Source: an optimization exercise on an open RTL-to-GDS flow (aim: small area and a short achievable clock period). Production flows keep margins and buffers that such runs may drop.
The RTL was checked by simulation tests, not by an equivalence proof against the original design.
Power figures rest on the tool's default switching activity, not on a simulated workload.

Setup of job 1851:
==> flow/design.v <==
`default_nettype none
package intl_pkg;
    localparam int SYM_W   = 2;      
    localparam int ADDR_W  = 12;     
    localparam int POS_W   = 8;      
    localparam int LANES   = 4;      
    localparam int DEPTH   = 136;    
    localparam int STRIDE  = 7;
    localparam logic [11:0] PB_LEN_16  = 12'd64;
    localparam logic [11:0] PB_LEN_136 = 12'd544;
endpackage
`default_nettype wire
`timescale 1ns/10ps
`default_nettype none
module pb_size_decode (
    input  wire  [11:0] pb_len,
    input  wire  [11:0] waddr,
    input  wire         wen,
    input  wire         start,
    output logic        is64,
    output logic        wr_ok,
    output logic        st_ok
);
    logic is544;
    assign is64  = (pb_len == intl_pkg::PB_LEN_16);
    assign is544 = (pb_len == intl_pkg::PB_LEN_136);
    assign wr_ok = wen && ((is64 && (waddr[11:6] == 6'd0)) ||
                           (is544 && (waddr < intl_pkg::PB_LEN_136)));
    assign st_ok = start && (is64 || is544);
endmodule
`default_nettype wire
`timescale 1ns/10ps
`default_nettype none
module symbol_banks (
    input  wire                                 clk,
    input  wire  [3:0]                          wr_en,
    input  wire  [intl_pkg::POS_W-1:0]          wr_pos,
    input  wire  [1:0]                          wdata0,
    input  wire  [1:0]                          wdata1,
    input  wire  [1:0]                          wdata2,
    input  wire  [1:0]                          wdata3,
    input  wire  [15:0]                         sel_lo,
    input  wire  [8:0]                          sel_hi,
    output logic [intl_pkg::LANES*2-1:0]        lanes
);
    localparam int D  = intl_pkg::DEPTH;
    localparam int NG = (D + 15) / 16;
    logic [1:0] wd [4];
    assign wd[0] = wdata0;
    assign wd[1] = wdata1;
    assign wd[2] = wdata2;
    assign wd[3] = wdata3;
    logic [15:0] wlo;
    for (genvar m = 0; m < 16; m++) begin : g_wlo
        assign wlo[m] = (wr_pos[3:0] == 4'(m));
    end
    for (genvar j = 0; j < intl_pkg::LANES; j++) begin : g_lane
        logic [1:0]    mem [0:D-1];
        logic [NG-1:0] whi;
        for (genvar g = 0; g < NG; g++) begin : g_whi
            assign whi[g] = wr_en[j] && (wr_pos[7:4] == 4'(g));
        end
        for (genvar r = 0; r < D; r++) begin : g_row
            always_ff @(posedge clk) begin
                if (whi[r / 16] && wlo[r % 16]) begin
                    mem[r] <= wd[j];
                end
            end
        end
        for (genvar b = 0; b < 2; b++) begin : g_bit
            logic [NG-1:0] grp;
            for (genvar g = 0; g < NG; g++) begin : g_grp
                logic [15:0] t;
                for (genvar m = 0; m < 16; m++) begin : g_m
                    if (g * 16 + m < D) begin : g_in
                        assign t[m] = sel_lo[m] & mem[g * 16 + m][b];
                    end else begin : g_out
                        assign t[m] = 1'b0;
                    end
                end
                assign grp[g] = sel_hi[g] & (|t);
            end
            assign lanes[j*2 + b] = |grp;
        end
    end
endmodule
`default_nettype wire
`timescale 1ns/10ps
`default_nettype none
module read_sequencer #(
    parameter int stride = intl_pkg::STRIDE
) (
    input  wire           clk,
    input  wire           n_rst,
    input  wire           st_a,
    input  wire           md_a,
    output logic          busy,
    output logic [15:0]   sel_lo,
    output logic [8:0]    sel_hi
);
    localparam int PW = intl_pkg::POS_W;
    logic          st_b, md_b;
    logic          q16;
    logic          last;
    logic [PW-1:0] pos;
    logic [PW-1:0] pos_sum;
    logic [PW-1:0] pos_next;
    logic [PW-1:0] pos_d;
    assign last    = q16 ? (pos[3:0] == 4'd9) : (pos == PW'(136 - stride));
    assign pos_sum = pos + PW'(stride);
    always_comb begin
        if (q16)
            pos_next = {4'd0, pos_sum[3:0]};
        else if (pos_sum >= PW'(136))
            pos_next = pos_sum - PW'(136);
        else
            pos_next = pos_sum;
    end
    assign pos_d = busy ? pos_next : '0;
    always_ff @(posedge clk or negedge n_rst) begin
        if (!n_rst) begin
            st_b <= 1'b0;
            busy <= 1'b0;
        end else begin
            st_b <= st_a;
            if (!busy) begin
                busy <= st_b;
            end else if (last) begin
                busy <= 1'b0;
            end
        end
    end
    always_ff @(posedge clk) begin
        md_b <= md_a;
        if (!busy) begin
            q16 <= md_b;
        end
        pos <= pos_d;
        for (int i = 0; i < 16; i++) sel_lo[i] <= (pos_d[3:0] == 4'(i));
        for (int i = 0; i < 9; i++)  sel_hi[i] <= (pos_d[7:4] == 4'(i));
    end
endmodule
`default_nettype wire
`timescale 1ns/10ps
`default_nettype none
module lane_rotator (
    input  wire                             clk,
    input  wire                             n_rst,
    input  wire                             busy,
    input  wire  [intl_pkg::LANES*2-1:0]    lanes,
    output logic [1:0]                      rdata0,
    output logic [1:0]                      rdata1,
    output logic [1:0]                      rdata2,
    output logic [1:0]                      rdata3,
    output logic                            dout_vld
);
    always_ff @(posedge clk or negedge n_rst) begin
        if (!n_rst) dout_vld <= 1'b0;
        else        dout_vld <= busy;
    end
    always_ff @(posedge clk) begin
        rdata0 <= lanes[1:0];
        rdata1 <= lanes[3:2];
        rdata2 <= lanes[5:4];
        rdata3 <= lanes[7:6];
    end
endmodule
`default_nettype wire
`timescale 1ns/10ps
`default_nettype none
module intl_top #(
    parameter int sym_w  = intl_pkg::SYM_W,
    parameter int addr_w = intl_pkg::ADDR_W,
    parameter int stride = intl_pkg::STRIDE
) (
    input  wire                 clk,
    input  wire                 n_rst,
    input  wire  [sym_w-1:0]    wdata,
    input  wire  [addr_w-1:0]   waddr,
    input  wire                 wen,
    input  wire  [addr_w-1:0]   pb_len,
    input  wire                 start,
    output logic [sym_w-1:0]    rdata0,
    output logic [sym_w-1:0]    rdata1,
    output logic [sym_w-1:0]    rdata2,
    output logic [sym_w-1:0]    rdata3,
    output logic                dout_vld
);
    localparam int PW = intl_pkg::POS_W;
    logic        is64, wr_ok, st_ok;
    pb_size_decode u_decode (
        .pb_len (pb_len),
        .waddr  (waddr),
        .wen    (wen),
        .start  (start),
        .is64   (is64),
        .wr_ok  (wr_ok),
        .st_ok  (st_ok)
    );
    logic        wv_a, st_a;
    logic        md_a;
    logic [9:0]  addr_a;
    logic [1:0]  wd_a;
    always_ff @(posedge clk or negedge n_rst) begin
        if (!n_rst) begin
            wv_a <= 1'b0;
            st_a <= 1'b0;
        end else begin
            wv_a <= wr_ok;
            st_a <= st_ok;
        end
    end
    always_ff @(posedge clk) begin
        md_a   <= is64;
        addr_a <= waddr[9:0];
        wd_a   <= wdata;
    end
    logic [1:0]    qb;
    logic [9:0]    base;
    logic [9:0]    off;
    logic [PW-1:0] wp;
    logic [1:0]    wl;
    always_comb begin
        if (addr_a >= 10'd408) begin
            qb = 2'd3; base = 10'd408;
        end else if (addr_a >= 10'd272) begin
            qb = 2'd2; base = 10'd272;
        end else if (addr_a >= 10'd136) begin
            qb = 2'd1; base = 10'd136;
        end else begin
            qb = 2'd0; base = 10'd0;
        end
        off = addr_a - base;
        if (md_a) begin
            qb = addr_a[5:4];
            wp = {4'd0, addr_a[3:0]};
        end else begin
            wp = off[PW-1:0];
        end
        wl = qb + wp[1:0];
    end
    logic [3:0]    wv_b;
    logic [PW-1:0] wp_b;
    logic [1:0]    wd_b [4];
    always_ff @(posedge clk or negedge n_rst) begin
        if (!n_rst) begin
            wv_b <= '0;
        end else begin
            for (int j = 0; j < 4; j++) begin
                wv_b[j] <= wv_a && (wl == 2'(j));
            end
        end
    end
    always_ff @(posedge clk) begin
        wp_b <= wp;
        for (int j = 0; j < 4; j++) begin
            if (wl == 2'(j)) begin
                wd_b[j] <= wd_a;
            end
        end
    end
    logic          rd_busy;
    logic [15:0]   rd_lo;
    logic [8:0]    rd_hi;
    read_sequencer #(
        .stride  (stride)
    ) u_seq (
        .clk     (clk),
        .n_rst   (n_rst),
        .st_a    (st_a),
        .md_a    (md_a),
        .busy    (rd_busy),
        .sel_lo  (rd_lo),
        .sel_hi  (rd_hi)
    );
    logic [intl_pkg::LANES*sym_w-1:0] lanes;
    symbol_banks u_banks (
        .clk     (clk),
        .wr_en   (wv_b),
        .wr_pos  (wp_b),
        .wdata0  (wd_b[0]),
        .wdata1  (wd_b[1]),
        .wdata2  (wd_b[2]),
        .wdata3  (wd_b[3]),
        .sel_lo  (rd_lo),
        .sel_hi  (rd_hi),
        .lanes   (lanes)
    );
    lane_rotator u_out (
        .clk      (clk),
        .n_rst    (n_rst),
        .busy     (rd_busy),
        .lanes    (lanes),
        .rdata0   (rdata0),
        .rdata1   (rdata1),
        .rdata2   (rdata2),
        .rdata3   (rdata3),
        .dout_vld (dout_vld)
    );
endmodule
`default_nettype wire
Settings: LEC_CHECK=0, CAP_MARGIN=20, CORE_MARGIN=2, CORE_UTILIZATION=55, CTS_CLUSTER_DIAMETER=150, CTS_CLUSTER_SIZE=28, SLEW_MARGIN=20; clock period 10.0 ns.
run.sh (not shown) runs the stock make flow with config.mk's settings and CLKGATE_MAP_FILE= SYNTH_SCRIPT=/design/flow/synth_recipe.tcl, a recipe that flattens the netlist after the stock synthesis.
### job 1851 -> job 7863
Settings: CTS_CLUSTER_DIAMETER removed (was 150); CORE_UTILIZATION changed from 55 to 30; CTS_CLUSTER_SIZE removed (was 28).
==> flow/flow/run.sh (new file) <==
#!/bin/bash
# Standard ORFS layout, with repair_timing asked for extra setup slack so that
# the achieved period (not only the 10 ns constraint) is optimised, and the
# ports buffered with a fast buffer. Each step's log stays in orfs/logs.
set -euo pipefail
MARGIN=7.0
bash standard.sh SETUP_SLACK_MARGIN=$MARGIN TNS_END_PERCENT=20 \
    "BUFFER_PORTS_ARGS=-buffer_cell sky130_fd_sc_hd__buf_4" finish > standard.log 2>&1
==> flow/standard.sh (new file) <==
#!/bin/bash
# synth_recipe.tcl (not shown) runs the flow's synth.tcl, then flattens the netlist and writes it again
# the make line also repeats each setting of config.mk as NAME=value (left out here)
make -C /OpenROAD-flow-scripts/flow DESIGN_CONFIG=/design/flow/config.mk WORK_HOME=/design/flow/orfs CLKGATE_MAP_FILE= SYNTH_SCRIPT=/design/flow/synth_recipe.tcl "${@:-finish}"
removed: flow/run.sh
Job 7863 | status: complete | timing, DRC, antenna: pass
Job 7863 against job 1851: worst-case setup margin in the final layout went up, count of H-tree levels built during CTS went up.
The last weighted congestion value of the routability-driven placer number comes out lower for job 7863 vs job 1851.
Number of fillers in the final layout for job 7863 is higher than for job 1851.
Compared with job 1851, job 7863 shows a leakage component of the power that is 9.0% higher.
Measured against each other, job 7863 and job 1851 differ in met3 demand-to-capacity share in global routing, the lower figure coming from job 7863.
For job 5138, these inputs were changed with respect to job 7863:
==> flow/run.sh (new file) <==
#!/bin/bash
# synth_recipe.tcl (not shown) runs the flow's synth.tcl, then flattens the netlist and writes it again
# the make line also repeats each setting of config.mk as NAME=value (left out here)
make -C /OpenROAD-flow-scripts/flow DESIGN_CONFIG=/design/flow/config.mk WORK_HOME=/design/flow/orfs CLKGATE_MAP_FILE= SYNTH_SCRIPT=/design/flow/synth_recipe.tcl finish
removed: flow/flow/run.sh
removed: flow/standard.sh
[summary]
Job 5138 finished every step from synthesis to the final layout, and the layout passed the timing, design-rule and antenna checks. Looking at the reports, job 7863 completed the entire flow and the layout it produced met the timing, design-rule and antenna checks. Job 5138 ended up with met5 as its highest signal layer in the routed design; job 7863 ended up with met4. Job 5138 vs. job 7863: share of the clock period used by the worst path after layout now larger, number of placed instances, taps included saw little to no change, power now smaller, area used by multi-input combinational logic held steady, global routing met3 resource utilization increased 0.36 points.
Setup changes, job 5138 to job 9185
==> flow/flow/run.sh (new file) <==
#!/bin/bash
# Standard ORFS layout, with repair_timing asked for extra setup slack so that
# the achieved period (not only the 10 ns constraint) is optimised, and the
# ports buffered with a fast buffer. Each step's log stays in orfs/logs.
set -euo pipefail
MARGIN=${MARGIN:-6.5}
bash standard.sh SETUP_SLACK_MARGIN=$MARGIN TNS_END_PERCENT=20 \
    "BUFFER_PORTS_ARGS=-buffer_cell sky130_fd_sc_hd__buf_4" finish > standard.log 2>&1
==> flow/standard.sh (new file) <==
#!/bin/bash
# synth_recipe.tcl (not shown) runs the flow's synth.tcl, then flattens the netlist and writes it again
# the make line also repeats each setting of config.mk as NAME=value (left out here)
make -C /OpenROAD-flow-scripts/flow DESIGN_CONFIG=/design/flow/config.mk WORK_HOME=/design/flow/orfs CLKGATE_MAP_FILE= SYNTH_SCRIPT=/design/flow/synth_recipe.tcl "${@:-finish}"
removed: flow/run.sh
==> summary.txt <==
Every run (job 5138 and job 9185) finished clean. Looking only at count of non-CTS buffers in the layout, and setting everything else aside, the lower value of job 5138 and job 9185 goes to job 5138. Comparing job 5138 and job 9185, the higher worst hold slack is on job 9185. Compared with job 5138, in job 9185 critical path depth saw little to no change; last weighted congestion value of the routability-driven placer saw a decrease; number of clock buffer instances in the layout saw an increase. Combinational power essentially unchanged between job 5138 and job 9185. Between job 5138 and job 9185, worst max-slew margin expressed relative to the limit is higher for job 9185, job 5138 comes in under that. Of the two values seen for highest routed metal layer, met5 was produced by job 5138 and met4 by job 9185.

==> port drivers added, routing unchanged <==
The results above use ideal ports. As a check the final layouts listed here were re-extracted and re-timed, cells and wires unchanged.
Step 1 (the two cells are an assumption about what drives the block):
set clk [get_ports {clk}]
set_driving_cell -lib_cell sky130_fd_sc_hd__clkbuf_16 $clk
set_driving_cell -lib_cell sky130_fd_sc_hd__buf_2 [delete_from_list [all_inputs] $clk]
Step 2 moves the port delays by t, midway between the first and last clock arrival at a register: inputs arrive t later, outputs are due t later. That takes back most of the time a late clock gives input paths.
a / b / c = ideal / step 1 / step 2; a / b = the first two.
run	shift t [ns]	setup WS [ns]	hold slack, ns	worst setup path at the end
job 1851	0.699	6.148 / 6.082 / 5.986	0.355 / 0.355 / 0.355	input to register
job 7863	0.751	6.821 / 6.752 / 6.443	0.351 / 0.351 / 0.351	input to register
job 5138	0.748	6.214 / 6.144 / 6.050	0.347 / 0.347 / 0.347	input to register
job 9185	0.748	6.595 / 6.524 / 6.306	0.351 / 0.351 / 0.351	input to register
After both steps setup and hold are still met in every run listed. The setup slack of job 7863, which loses most, moves by -0.069 ns with the drivers and by -0.378 ns with both steps.
